What follows belongs to an exercise in optimizing a design on an open flow for small area; a production flow would make more cautious choices.
The RTL was checked by simulation tests, not by an equivalence proof against the original design.
Power figures rest on the tool's default switching activity, not on a simulated workload.

$ cat flow/config.mk
export PLATFORM = sky130hd
export DESIGN_NAME = rv_decode_top
export DESIGN_NICKNAME = rv_decode_top
export VERILOG_FILES = /design/flow/design.v
export SDC_FILE = /design/flow/constraint.sdc
export NUM_CORES = 4
export LEC_CHECK = 0
export CAP_MARGIN = 20
export CORE_MARGIN = 2
export CORE_UTILIZATION = 40
export SLEW_MARGIN = 20
$ cat flow/run.sh
#!/bin/bash
# synth_recipe.tcl (not shown) runs the flow's synth.tcl, then flattens the netlist and writes it again
# the make line also repeats each setting of config.mk as NAME=value (left out here)
make -C /OpenROAD-flow-scripts/flow DESIGN_CONFIG=/design/flow/config.mk WORK_HOME=/design/flow/orfs CLKGATE_MAP_FILE= SYNTH_SCRIPT=/design/flow/synth_recipe.tcl finish
$ cat flow/constraint.sdc
create_clock -name core_clock -period 4.0 [get_ports {clk}]
set_input_delay 0.8000 -clock core_clock [delete_from_list [all_inputs] [get_ports {clk}]]
set_output_delay 0.8000 -clock core_clock [all_outputs]
set_load 0.01 [all_outputs]
$ cat flow/design.v
`timescale 1ns/1ps
`default_nettype none
package rv_decode_pkg;
	typedef struct packed {
		logic [32-1:0] inst;
		logic [64-1:0] pc;
		logic [64-1:0] rs1;
		logic [64-1:0] rs2;
	} fetch_pkt_t;
	typedef enum logic [3:0] {
		ALU_PASS    = 4'd0,      
		ALU_ADD     = 4'd1,
		ALU_SUB     = 4'd2,
		ALU_AND     = 4'd3,
		ALU_OR      = 4'd4,
		ALU_XOR     = 4'd5,
		ALU_SLT     = 4'd6,
		ALU_SLL     = 4'd7,
		ALU_SRL     = 4'd8,
		ALU_SRA     = 4'd9,
		ALU_COMPARE = 4'd10      
	} alu_op_e;
	typedef enum logic [2:0] {
		BR_NONE = 3'd0,
		BR_EQ   = 3'd1,
		BR_NE   = 3'd2,
		BR_LT   = 3'd3,
		BR_GE   = 3'd4
	} br_cond_e;
	typedef enum logic [2:0] {
		SRC_ZERO = 3'd0,
		SRC_RS1  = 3'd1,
		SRC_RS2  = 3'd2,
		SRC_PC   = 3'd3,
		SRC_IMM  = 3'd4,     
		SRC_LINK = 3'd5
	} opnd_src_e;
	typedef struct packed {
		fetch_pkt_t          pkt;
		alu_op_e             alu_op;
		br_cond_e            br_cond;
		logic                jump;
		opnd_src_e           ds1_src;
		opnd_src_e           ds2_src;
		opnd_src_e           as1_src;
		logic [64-1:0]    data_imm;    
		logic [64-1:0]    addr_imm;    
		logic                shamt_imm_sel;
		logic [6-1:0] shamt_imm;
		logic [3:0]          size;
		logic                is_unsigned;
		logic                word_op;
		logic                load;
		logic                store;
		logic                gpr_write;
		logic [5-1:0] rd;
		logic                illegal;
	} id_entry_t;
	typedef struct packed {
		logic [64-1:0]    pc;
		alu_op_e             alu_op;
		br_cond_e            br_cond;
		logic                jump;
		logic [64-1:0]    ds1;
		logic [64-1:0]    ds2;
		logic [64-1:0]    as1;
		logic [64-1:0]    as2;
		logic [6-1:0] shamt;
		logic [3:0]          size;
		logic                is_unsigned;
		logic                word_op;
		logic                load;
		logic                store;
		logic                gpr_write;
		logic [5-1:0] rd;
		logic                illegal;
		logic [64-1:0]    trap_value;
	} ex_uop_t;
endpackage
`default_nettype wire
`timescale 1ns/1ps
`default_nettype none
module inst_classifier (
	input  wire             clk,
	input  wire             rst,
	input  rv_decode_pkg::fetch_pkt_t      pkt_i,
	input  wire             valid_i,
	output rv_decode_pkg::id_entry_t       entry_o,
	output logic            entry_valid_o
);
	logic [32-1:0] inst;
	logic [6:0] opcode;
	logic [2:0] funct3;
	logic [6:0] funct7;
	logic [5:0] funct6;      
	logic op_lui, op_auipc, op_jal, op_jalr, op_branch;
	logic op_load, op_store, op_imm, op_imm32, op_reg, op_reg32;
	logic legal;
	logic [64-1:0] imm_i, imm_s, imm_b, imm_u, imm_j;
	rv_decode_pkg::alu_op_e alu_fn;
	rv_decode_pkg::id_entry_t dec;
	assign inst   = pkt_i.inst;
	assign opcode = inst[6:0];
	assign funct3 = inst[14:12];
	assign funct7 = inst[31:25];
	assign funct6 = inst[31:26];
	assign op_lui    = (opcode == 7'b0110111);
	assign op_auipc  = (opcode == 7'b0010111);
	assign op_jal    = (opcode == 7'b1101111);
	assign op_jalr   = (opcode == 7'b1100111);
	assign op_branch = (opcode == 7'b1100011);
	assign op_load   = (opcode == 7'b0000011);
	assign op_store  = (opcode == 7'b0100011);
	assign op_imm    = (opcode == 7'b0010011);
	assign op_imm32  = (opcode == 7'b0011011);
	assign op_reg    = (opcode == 7'b0110011);
	assign op_reg32  = (opcode == 7'b0111011);
	assign imm_i = {{(64-12){inst[31]}}, inst[31:20]};
	assign imm_s = {{(64-12){inst[31]}}, inst[31:25], inst[11:7]};
	assign imm_b = {{(64-13){inst[31]}}, inst[31], inst[7], inst[30:25], inst[11:8], 1'b0};
	assign imm_u = {{(64-32){inst[31]}}, inst[31:12], 12'b0};
	assign imm_j = {{(64-21){inst[31]}}, inst[31], inst[19:12], inst[20], inst[30:21], 1'b0};
	always_comb begin
		case (opcode)
			7'b0110111, 7'b0010111, 7'b1101111: legal = 1'b1;
			7'b1100111:   legal = (funct3 == 3'd0);
			7'b1100011: legal = (funct3[2:1] != 2'b01);    
			7'b0000011:   legal = (funct3 != 3'd7);
			7'b0100011:  legal = !funct3[2];
			7'b0010011: begin
				case (funct3)
					3'd1:    legal = (funct6 == 6'h00);
					3'd5:    legal = (funct6 == 6'h00) || (funct6 == 6'h10);
					default: legal = 1'b1;
				endcase
			end
			7'b0011011: begin
				case (funct3)
					3'd0:    legal = 1'b1;
					3'd1:    legal = (funct7 == 7'h00);
					3'd5:    legal = (funct7 == 7'h00) || (funct7 == 7'h20);
					default: legal = 1'b0;
				endcase
			end
			7'b0110011: legal = (funct7 == 7'h00) ||
				((funct7 == 7'h20) && ((funct3 == 3'd0) || (funct3 == 3'd5)));
			7'b0111011: begin
				case (funct3)
					3'd0, 3'd5: legal = (funct7 == 7'h00) || (funct7 == 7'h20);
					3'd1:       legal = (funct7 == 7'h00);
					default:    legal = 1'b0;
				endcase
			end
			default: legal = 1'b0;
		endcase
	end
	always_comb begin
		case (funct3)
			3'd0:    alu_fn = ((op_reg || op_reg32) && funct7[5]) ? rv_decode_pkg::ALU_SUB : rv_decode_pkg::ALU_ADD;
			3'd1:    alu_fn = rv_decode_pkg::ALU_SLL;
			3'd2:    alu_fn = rv_decode_pkg::ALU_SLT;
			3'd3:    alu_fn = rv_decode_pkg::ALU_SLT;    
			3'd4:    alu_fn = rv_decode_pkg::ALU_XOR;
			3'd5:    alu_fn = inst[30] ? rv_decode_pkg::ALU_SRA : rv_decode_pkg::ALU_SRL;
			3'd6:    alu_fn = rv_decode_pkg::ALU_OR;
			default: alu_fn = rv_decode_pkg::ALU_AND;
		endcase
	end
	always_comb begin
		dec = '0;
		dec.pkt = pkt_i;
		dec.rd = inst[11:7];
		dec.size = 4'b1000;
		dec.illegal = !legal;
		if (legal) begin
			dec.gpr_write = !(op_branch || op_store);
			dec.word_op = op_imm32 || op_reg32;
			dec.load = op_load;
			dec.store = op_store;
			dec.jump = op_jal || op_jalr;
			if (op_imm32 || op_reg32)
				dec.size = 4'b0100;
			if (op_load || op_store) begin
				case (funct3[1:0])
					2'd0:    dec.size = 4'b0001;
					2'd1:    dec.size = 4'b0010;
					2'd2:    dec.size = 4'b0100;
					default: dec.size = 4'b1000;
				endcase
			end
			dec.is_unsigned = ((op_imm || op_reg) && (funct3 == 3'd3)) ||
				(op_branch && (funct3[2:1] == 2'b11)) || (op_load && funct3[2]);
			dec.shamt_imm_sel = (op_imm || op_imm32) && (funct3[1:0] == 2'b01);
			dec.shamt_imm = op_imm32 ? {1'b0, inst[24:20]} : inst[25:20];
			if (op_lui || op_auipc)
				dec.data_imm = imm_u;
			else if (op_imm || op_imm32)
				dec.data_imm = imm_i;
			if (op_branch)
				dec.addr_imm = imm_b;
			else if (op_jal)
				dec.addr_imm = imm_j;
			else if (op_store)
				dec.addr_imm = imm_s;
			else if (op_jalr || op_load)
				dec.addr_imm = imm_i;
			if (op_lui)
				dec.ds1_src = rv_decode_pkg::SRC_IMM;
			else if (op_auipc || op_jal || op_jalr)
				dec.ds1_src = rv_decode_pkg::SRC_PC;
			else if (!(op_load || op_store))
				dec.ds1_src = rv_decode_pkg::SRC_RS1;
			if (op_reg || op_reg32 || op_branch || op_store)
				dec.ds2_src = rv_decode_pkg::SRC_RS2;
			else if (op_imm || op_imm32 || op_auipc)
				dec.ds2_src = rv_decode_pkg::SRC_IMM;
			else if (op_jal || op_jalr)
				dec.ds2_src = rv_decode_pkg::SRC_LINK;
			dec.as1_src = (op_branch || op_jal) ? rv_decode_pkg::SRC_PC : rv_decode_pkg::SRC_RS1;
			if (op_auipc || op_jal || op_jalr)
				dec.alu_op = rv_decode_pkg::ALU_ADD;    
			else if (op_branch)
				dec.alu_op = rv_decode_pkg::ALU_COMPARE;
			else if (op_imm || op_imm32 || op_reg || op_reg32)
				dec.alu_op = alu_fn;
			if (op_branch) begin
				case (funct3)
					3'd0:       dec.br_cond = rv_decode_pkg::BR_EQ;
					3'd1:       dec.br_cond = rv_decode_pkg::BR_NE;
					3'd4, 3'd6: dec.br_cond = rv_decode_pkg::BR_LT;
					default:    dec.br_cond = rv_decode_pkg::BR_GE;
				endcase
			end
		end
	end
	always_ff @(posedge clk) begin
		if (rst)
			entry_valid_o <= 1'b0;
		else
			entry_valid_o <= valid_i;
	end
	always_ff @(posedge clk) begin
		if (valid_i)
			entry_o <= dec;
	end
endmodule
`default_nettype wire
`timescale 1ns/1ps
`default_nettype none
module decode_fifo #(
	parameter int  WIDTH   = 1,
	parameter int  DEPTH   = 4           
) (
	input  wire         clk,
	input  wire         rst,
	input  wire         push_i,
	input  wire [WIDTH-1:0] data_i,
	input  wire         pop_i,
	output logic [WIDTH-1:0] data_o,
	output logic        not_empty_o,
	output logic        credit_o
);
	localparam int PTR_W = (DEPTH > 1) ? $clog2(DEPTH) : 1;
	localparam int CNT_W = $clog2(DEPTH + 1);
	logic [WIDTH-1:0] mem [DEPTH];
	logic [PTR_W-1:0] wr_ptr;
	logic [PTR_W-1:0] rd_ptr;
	logic [CNT_W-1:0] count;
	logic full;
	function automatic logic [PTR_W-1:0] ptr_inc(input logic [PTR_W-1:0] p);
		ptr_inc = (p == PTR_W'(DEPTH - 1)) ? '0 : p + 1'b1;
	endfunction
	assign full        = (count == CNT_W'(DEPTH));
	assign not_empty_o = (count != '0);
	assign data_o      = mem[rd_ptr];    
	always_ff @(posedge clk) begin
		if (push_i)
			mem[wr_ptr] <= data_i;
	end
	always_ff @(posedge clk) begin
		if (rst) begin
			wr_ptr   <= '0;
			rd_ptr   <= '0;
			count    <= '0;
			credit_o <= 1'b0;
		end else begin
			if (push_i)
				wr_ptr <= ptr_inc(wr_ptr);
			if (pop_i)
				rd_ptr <= ptr_inc(rd_ptr);
			count    <= count + CNT_W'(push_i) - CNT_W'(pop_i);
			credit_o <= pop_i;       
		end
	end
endmodule
`default_nettype wire
`timescale 1ns/1ps
`default_nettype none
module operand_issue (
	input  wire            clk,
	input  wire            rst,
	input  rv_decode_pkg::id_entry_t      entry_i,
	input  wire            avail_i,
	output logic           pop_o,
	input  wire            credit_i,
	output rv_decode_pkg::ex_uop_t        uop_o,
	output logic           uop_valid_o
);
	localparam int CNT_W = $clog2(2 + 2);
	logic [CNT_W-1:0] credit_cnt;
	rv_decode_pkg::ex_uop_t uop_d;
	function automatic logic [64-1:0] src_value(input rv_decode_pkg::opnd_src_e src, input rv_decode_pkg::id_entry_t e);
		logic [64-1:0] v;
		case (src)
			rv_decode_pkg::SRC_RS1:  v = e.pkt.rs1;
			rv_decode_pkg::SRC_RS2:  v = e.pkt.rs2;
			rv_decode_pkg::SRC_PC:   v = e.pkt.pc;
			rv_decode_pkg::SRC_IMM:  v = e.data_imm;
			rv_decode_pkg::SRC_LINK: v = 64'(4);
			default:  v = '0;
		endcase
		src_value = v;
	endfunction
	assign pop_o = avail_i && (credit_cnt != '0);
	always_comb begin
		uop_d = '0;
		uop_d.pc          = entry_i.pkt.pc;
		uop_d.alu_op      = entry_i.alu_op;
		uop_d.br_cond     = entry_i.br_cond;
		uop_d.jump        = entry_i.jump;
		uop_d.size        = entry_i.size;
		uop_d.is_unsigned = entry_i.is_unsigned;
		uop_d.word_op     = entry_i.word_op;
		uop_d.load        = entry_i.load;
		uop_d.store       = entry_i.store;
		uop_d.gpr_write   = entry_i.gpr_write;
		uop_d.rd          = entry_i.rd;
		uop_d.illegal     = entry_i.illegal;
		if (entry_i.illegal) begin
			uop_d.size       = 4'b0100;
			uop_d.trap_value = 64'(entry_i.pkt.inst);    
		end else begin
			uop_d.ds1 = src_value(entry_i.ds1_src, entry_i);
			uop_d.ds2 = src_value(entry_i.ds2_src, entry_i);
			uop_d.as1 = src_value(entry_i.as1_src, entry_i);
			uop_d.as2 = entry_i.addr_imm;
			uop_d.shamt = entry_i.shamt_imm_sel ? entry_i.shamt_imm :
				entry_i.pkt.rs2[6-1:0];
		end
	end
	always_ff @(posedge clk) begin
		if (rst)
			credit_cnt <= CNT_W'(2);
		else
			credit_cnt <= credit_cnt - CNT_W'(pop_o) + CNT_W'(credit_i);
	end
	always_ff @(posedge clk) begin
		if (rst) begin
			uop_valid_o <= 1'b0;
			uop_o       <= '0;
		end else begin
			uop_valid_o <= pop_o;
			if (pop_o)
				uop_o <= uop_d;
		end
	end
endmodule
`default_nettype wire
`timescale 1ns/1ps
`default_nettype none
module rv_decode_top (
	input  wire             clk,
	input  wire             rst,
	input  wire [223:0]     fetch_i,       
	input  wire             fetch_valid_i,
	output wire             in_credit_o,
	output wire [412:0]     uop_o,         
	output wire             uop_valid_o,
	input  wire             ex_credit_i
);
	rv_decode_pkg::fetch_pkt_t fetch_pkt;
	rv_decode_pkg::ex_uop_t   uop_q;
	rv_decode_pkg::id_entry_t cls_entry;    
	logic      cls_valid;
	rv_decode_pkg::id_entry_t head_entry;
	logic      head_avail;
	logic      issue_pop;
	assign fetch_pkt = fetch_i;
	assign uop_o     = uop_q;
	inst_classifier inst_classifier_i (
		.clk           (clk),
		.rst           (rst),
		.pkt_i         (fetch_pkt),
		.valid_i       (fetch_valid_i),
		.entry_o       (cls_entry),
		.entry_valid_o (cls_valid)
	);
	decode_fifo #(
		.WIDTH   (391),                  
		.DEPTH   (4)
	) decode_fifo_i (
		.clk         (clk),
		.rst         (rst),
		.push_i      (cls_valid),
		.data_i      (cls_entry),
		.pop_i       (issue_pop),
		.data_o      (head_entry),
		.not_empty_o (head_avail),
		.credit_o    (in_credit_o)
	);
	operand_issue operand_issue_i (
		.clk         (clk),
		.rst         (rst),
		.entry_i     (head_entry),
		.avail_i     (head_avail),
		.pop_o       (issue_pop),
		.credit_i    (ex_credit_i),
		.uop_o       (uop_q),
		.uop_valid_o (uop_valid_o)
	);
endmodule
`default_nettype wire
==> impl_metrics.yaml <==
critical_path:
  rrSetupSlack_ns: 0.62
  reg2reg_to: "operand_issue_i.uop_o[272]"
  worst-r2r-cell-count: 6
  crit_path_max_incr_delay_ns: 1.04
  worstPathArrival_ns: 4.08
  critPathMaxFanout: 33
  critPathRequiredTime_ns: 4.70
  worstSetupPathType: "reg -> reg"
  crit_chain: "mux4_4, nor3b_4, nand2_2, buf_4, o221ai_1, a22o_1"
  worstSetupEndpointType: "register"
  startpoint_type: "register"
  crit_slowest_cell: "mux4_4"
clock_tree:
  clock_latency_ns: 0.86
  ctsHtreeMaxLevel: 4
  hold_buffers: 0
  cts_tree: "built"
  cts_buffers: 195
  clk_path_buf_depth: 3
  post_cts_buffers: 0
  root_buffer: "clkbuf_16"
  cts.repair.resized: 0
  cts.sinks: 1901
  clkSlewWorstSetupHoldPaths_ns: 0.06
cells_and_area:
  nets: 4917
  area_delta_synth_final_pct: 20.9
  stdcell_count: 7216
  drive_above_1_share: 0.158
  final_cell_mix: "1550 x edfxtp_1, 608 x clkdlybuf4s50_1, 406 x nand2_1"
  layout_commonest_cell: "edfxtp_1"
synthesis:
  synth_edf_count: 1550
  syn_inst: 4073
  yosysWarningCount: 3
  async_reset_ff_frac: 0
  seq_area_frac_synth: 0.743
  ys_ff_latch: 1901
  synth.avg_cell_area_um2: 17.7
  synth_ff_type: "edfxtp_1"
  syn_area_um2: 72100
  synth_cell_types: 74
placement:
  dp_cells: 6837
  gp_congestion: 0.864
  io_buffers: 610
  hpwl_mm: 132
grt:
  grt_pass1_vias: 40000
  gr-total-overflow: 0
  grt_pass1_wl_mm: 296
  track_usage: 0.223
  antenna_found_initial: 22
  grt_max_degree: 126
floorplan:
  die-area_um2: 184000
  dieHeight_um: 428
  core_area_um2: 179000
  rows: 155
  pin_count: 643
  start_util: 0.403
  die_w_um: 428
timing:
  slew_headroom: 0.252
  setup_viol: 0
  finClkSkew_ns: 0.0579
  finalCritPeriodShare: 0.844
  max_freq_mhz: 296
  drv_slew: 0
  fin_crit_ns: 3.38
  rsz0062_at_grt: "no"
  tightest_slew_ns: 1.12
  finalHoldViolations: 0
  tns_ns: 0
route:
  ant_nets: 0
  vias: 40700
  drt-initial-drc-count: 3941
  routed_via_density: 5.63
  routed_wl_mm: 209
  first_pass_iters: 6
  drc: 0
  routedWlPerCell_um: 29.0
pwr:
  p_per_area_nw_per_um2: 671
  total_leakage_power_nw: 28.4
  ir_drop_mv: 0.660
job:
  drv_cap: 0
min_path:
  min_to: "operand_issue_i.uop_o[28]"
  hold_start: "rst"
  hp-class: "in -> reg"
  hold_depth: 2
status:
  status: "timing/DRC/antenna clean"
through the flow:
step,worst slack [ns],instance area [um2],hold slack (ns),power (mW),util
after floorplan,0.841,72200,0.454,33.9,-
after global placement,0.194,80700,0.441,40.9,0.451
after detailed placement,0.503,80700,0.444,41.1,0.452
after CTS,0.342,87100,0.376,58.9,0.487
after global routing,0.511,87200,0.417,60.7,0.487
final,0.624,87200,0.378,58.5,0.487
cells in the mapped netlist (33+ instances only):
master	number	area share
edfxtp_1	1550	0.65
clkbuf_1	144	0.0075
nand2_1	407	0.021
a221oi_1	49	0.0060
mux2i_1	188	0.026
nand3_1	37	0.0026
a22o_1	119	0.014
o221ai_1	55	0.0067
nor2_1	100	0.0052
o2bb2ai_1	64	0.0078
o21ai_1	56	0.0039
buf_2	71	0.0049
mux4_2	309	0.097
dfxtp_1	351	0.097
buf_4	103	0.011
a311oi_1	33	0.0040
a21oi_1	166	0.012
worst max path at each step:
stage                                                 to  slack (ns)  depth (start not counted)                       start
final                         operand_issue_i.uop_o[272]        0.62                          6                    register
after global routing          operand_issue_i.uop_o[102]        0.51                          5                    register
after global placement    inst_classifier_i.entry_o[166]        0.19                          7                fetch_i[206]
after CTS                                     uop_o[126]        0.34                          1  operand_issue_i.uop_o[148]
after detailed placement   inst_classifier_i.entry_o[39]        0.50                          7                fetch_i[204]
after floorplan                  decode_fifo_i.mem[3][0]        0.84                          2     decode_fifo_i.wr_ptr[0]
sequential cells by signal (all words and copies together) (netlist names), 2 cells and up, named ones only:
signal,flops
operand_issue_i.credit_cnt,2
inst_classifier_i.entry_o,310
operand_issue_i.uop_o,338
decode_fifo_i.wr_ptr,2
decode_fifo_i.count,3
decode_fifo_i.mem,1240
decode_fifo_i.rd_ptr,2
final cells by class:
class                           count  area, um2
Clock buffer                      257       5310
Timing Repair Buffer              728       7370
Clock inverter                    112       1080
Multi-Input combinational cell   1839      16800
Antenna cell                       10       25.0
Fill cell                       15000      91600
Tap cell                         2355       2950
Sequential cell                  1901      53600
Inverter                           14       57.6
report_power, final:
| group | switching [mW] | leakage (nW) | internal [mW] |
|---|---|---|---|
| Combinational | 9.58 | 8.18 | 6.70 |
| Sequential | 1.33 | 17.1 | 23.0 |
| Clock | 7.86 | 3.11 | 9.99 |
| Total | 18.8 | 28.4 | 39.7 |
layer usage:
layer / track usage / routed length [um] / vias to the layer above / share of wire
li1: - / - / 17300 / -
met1: 0.294 / 84200 / 21100 / 0.40
met2: 0.362 / 102000 / 1787 / 0.49
met3: 0.0376 / 13400 / 401 / 0.064
met4: 0.106 / 9480 / 4 / 0.045
met5: 0 / 26 / - / 0.00012
cell families after synthesis:
group / after synthesis / synth area share
compound gates: 639 / 0.0643
xor+xnor: 4 / 0.000486
fa+ha+maj: 10 / 0.00184
other cells: 1 / 0.0000520
simple gates: 647 / 0.0388
mux: 507 / 0.124
buf+inv: 364 / 0.0271
flops: 1901 / 0.743
worst max-delay path, delay by kind of cell (launching register included):
family | cells | cell delay (ns)
mux | 1 | 1.04
simple gates | 2 | 0.69
flops | 1 | 0.61
buf+inv | 1 | 0.44
compound gates | 2 | 0.43

separate check: timing with driven ports:
Ports are ideal in the flow. The routed layout listed here was re-timed in OpenROAD. Step 1 (the two cells are an assumption about what drives the block):
set clk [get_ports {clk}]
set_driving_cell -lib_cell sky130_fd_sc_hd__clkbuf_16 $clk
set_driving_cell -lib_cell sky130_fd_sc_hd__buf_2 [delete_from_list [all_inputs] $clk]
Step 2 adds t to the input delays and takes it off the output delays; t is the mean of the earliest and latest rising clock arrival at the registers after step 1. Input paths then give back, and output paths get back, about the clock's delay inside the block. Three values: ideal ports, drivers, drivers and shift; two values: the first two.
t, ns: 0.912
setup slack, ns: 0.624 / 0.624 / 0.454
clock arrival spread, ns: 0.073 / 0.074
worst register clock-pin slew, ns: 0.07 / 0.07
worst slew at a driven data input, ns: 0.17
After both steps setup and hold are still met in this run. The setup slack of this run moves by 0.000 ns with the drivers and by -0.170 ns with both steps.
